What follows belongs to an exercise in optimizing a design on an open flow for small area, a short achievable clock period and few clock cycles per item; a production flow would make more cautious choices.
The RTL was checked by simulation tests, not by an equivalence proof against the original design.

## yuv2rgb_top
module yuv2rgb_top #(
	parameter int img_width = 320,
	parameter int img_height = 240
) (
	input logic CLOCK_50_I,
	input logic Resetn,
	input logic start,
	input logic [15:0] read_data,
	output logic [15:0] write_data,
	output logic [17:0] address,
	output logic write_en_n,
	output logic done
);
For scale: about 440 flip-flops, ~55 I/O pins, roughly 0.025 mm² of cells after synthesis.
make LEC_CHECK=0 CAP_MARGIN=20 CORE_MARGIN=2 CORE_UTILIZATION=40 CTS_BUF_LIST=sky130_fd_sc_hd__clkbuf_16 CTS_CLUSTER_DIAMETER=100 CTS_CLUSTER_SIZE=25 SLEW_MARGIN=20 finish   # period 11.0 ns
run.sh (not shown) runs the stock make flow with config.mk's settings and CLKGATE_MAP_FILE= SYNTH_SCRIPT=/design/flow/synth_recipe.tcl, a recipe that flattens the netlist after the stock synthesis.
The starting point finished with timing, DRC and antenna clean.
Testbench counts at the start, summed over its fixed seeds: cycles 1,152,168, frames 6.
Edit:
--- a/flow/config.mk
+++ b/flow/config.mk
@@ -10,5 +10,2 @@
 export CORE_UTILIZATION = 40
-export CTS_BUF_LIST = sky130_fd_sc_hd__clkbuf_16
-export CTS_CLUSTER_DIAMETER = 100
-export CTS_CLUSTER_SIZE = 25
 export SLEW_MARGIN = 20
Effect: Final area is higher by 3.2%. Synthesized cell count stays the same. Cell count goes up by 1.5%. Via count went up by 0.97%. Sequential cell count stays the same. Utilization came out higher by 1.4 points. Sequential share of layout area fell by 1.2 points.
Edit:
==> flow/flow/run.sh (new file) <==
#!/bin/bash
# Standard layout, with the port buffers made from buf_1 cells instead of the
# default choice (a delay buffer): smaller, and faster to the outputs.
set -e
export BUFFER_PORTS_ARGS="-buffer_cell sky130_fd_sc_hd__buf_1"
bash standard.sh > standard.log 2>&1
==> flow/standard.sh (new file) <==
#!/bin/bash
# synth_recipe.tcl (not shown) runs the flow's synth.tcl, then flattens the netlist and writes it again
# the make line also repeats each setting of config.mk as NAME=value (left out here)
make -C /OpenROAD-flow-scripts/flow DESIGN_CONFIG=/design/flow/config.mk WORK_HOME=/design/flow/orfs CLKGATE_MAP_FILE= SYNTH_SCRIPT=/design/flow/synth_recipe.tcl "${@:-finish}"
removed: flow/run.sh
Effect: Via count rises by 0.56%. Area after synthesis is unchanged. Wire length went up by 1.3%.
Edit:
==> flow/run.sh (new file) <==
#!/bin/bash
# synth_recipe.tcl (not shown) runs the flow's synth.tcl, then flattens the netlist and writes it again
# the make line also repeats each setting of config.mk as NAME=value (left out here)
make -C /OpenROAD-flow-scripts/flow DESIGN_CONFIG=/design/flow/config.mk WORK_HOME=/design/flow/orfs CLKGATE_MAP_FILE= SYNTH_SCRIPT=/design/flow/synth_recipe.tcl finish
--- a/flow/config.mk
+++ b/flow/config.mk
@@ -10,2 +10,4 @@
 export CORE_UTILIZATION = 40
+export CTS_BUF_LIST = sky130_fd_sc_hd__clkbuf_8
+export CTS_CLUSTER_SIZE = 30
 export SLEW_MARGIN = 20
removed: flow/flow/run.sh
removed: flow/standard.sh
What happened:
- synthesized area stays the same
- first-iteration DRC count shrinks by a quarter to a third
- final area grows slightly
- via count grows slightly
- core utilization grows by 0.36 points
- register-to-register slack is better by 20 ps
Edit:
==> flow/flow/run.sh (new file) <==
#!/bin/bash
# Standard layout, with the port buffers made from buf_2 cells instead of the
# default choice (a delay buffer), so the paths to the outputs are shorter.
set -e
export BUFFER_PORTS_ARGS="-buffer_cell sky130_fd_sc_hd__buf_2"
bash standard.sh > standard.log 2>&1
==> flow/standard.sh (new file) <==
#!/bin/bash
# synth_recipe.tcl (not shown) runs the flow's synth.tcl, then flattens the netlist and writes it again
# the make line also repeats each setting of config.mk as NAME=value (left out here)
make -C /OpenROAD-flow-scripts/flow DESIGN_CONFIG=/design/flow/config.mk WORK_HOME=/design/flow/orfs CLKGATE_MAP_FILE= SYNTH_SCRIPT=/design/flow/synth_recipe.tcl "${@:-finish}"
--- a/flow/config.mk
+++ b/flow/config.mk
@@ -10,4 +10,2 @@
 export CORE_UTILIZATION = 40
-export CTS_BUF_LIST = sky130_fd_sc_hd__clkbuf_8
-export CTS_CLUSTER_SIZE = 30
 export SLEW_MARGIN = 20
removed: flow/run.sh
Outcome: Synthesized area does not change. Design area goes down by 0.66%. Worst setup slack gains 47 ps. Critical path depth went up by 12. Synthesized cell count is unchanged. Global-route usage is about the same.
Edit:
==> flow/run.sh (new file) <==
#!/bin/bash
# synth_recipe.tcl (not shown) runs the flow's synth.tcl, then flattens the netlist and writes it again
# the make line also repeats each setting of config.mk as NAME=value (left out here)
make -C /OpenROAD-flow-scripts/flow DESIGN_CONFIG=/design/flow/config.mk WORK_HOME=/design/flow/orfs CLKGATE_MAP_FILE= SYNTH_SCRIPT=/design/flow/synth_recipe.tcl finish
--- a/flow/config.mk
+++ b/flow/config.mk
@@ -10,2 +10,5 @@
 export CORE_UTILIZATION = 40
+export CTS_BUF_LIST = sky130_fd_sc_hd__clkbuf_16
+export CTS_CLUSTER_DIAMETER = 120
+export CTS_CLUSTER_SIZE = 20
 export SLEW_MARGIN = 20
removed: flow/flow/run.sh
removed: flow/standard.sh
Effect: Via count shrinks by about 0.8%. Final cell count shrinks by 1.3%.

afterwards: timing with drivers on the ports:
In the flow no input, the clock included, has a driving cell. The finished layouts below were timed again as built, in two steps.
Step 1, drivers: a clkbuf_16 drives CLOCK_50_I and a buf_2 each remaining input, both assumed.
Step 2 moves the port delays by t, midway between the first and last clock arrival at a register: inputs arrive t later, outputs are due t later. That takes back most of the time a late clock gives input paths.
a / b / c = ideal / step 1 / step 2; a / b = the first two.
| run | shift t [ns] | slack for setup (ns) | worst slew at a driven data input, ns |
|---|---|---|---|
| the first run | 0.617 | 7.289 / 7.234 / 7.317 | 0.03 |
| the second run | 0.643 | 7.281 / 7.225 / 7.354 | 0.03 |
| the third run | 0.639 | 7.313 / 7.313 / 7.313 | 0.05 |
| the fourth run | 0.696 | 7.242 / 7.185 / 7.331 | 0.03 |
| the fifth run | 0.630 | 7.288 / 7.288 / 7.288 | 0.05 |
| the sixth run | 0.621 | 7.292 / 7.238 / 7.340 | 0.03 |
After both steps every run listed still meets setup and hold.
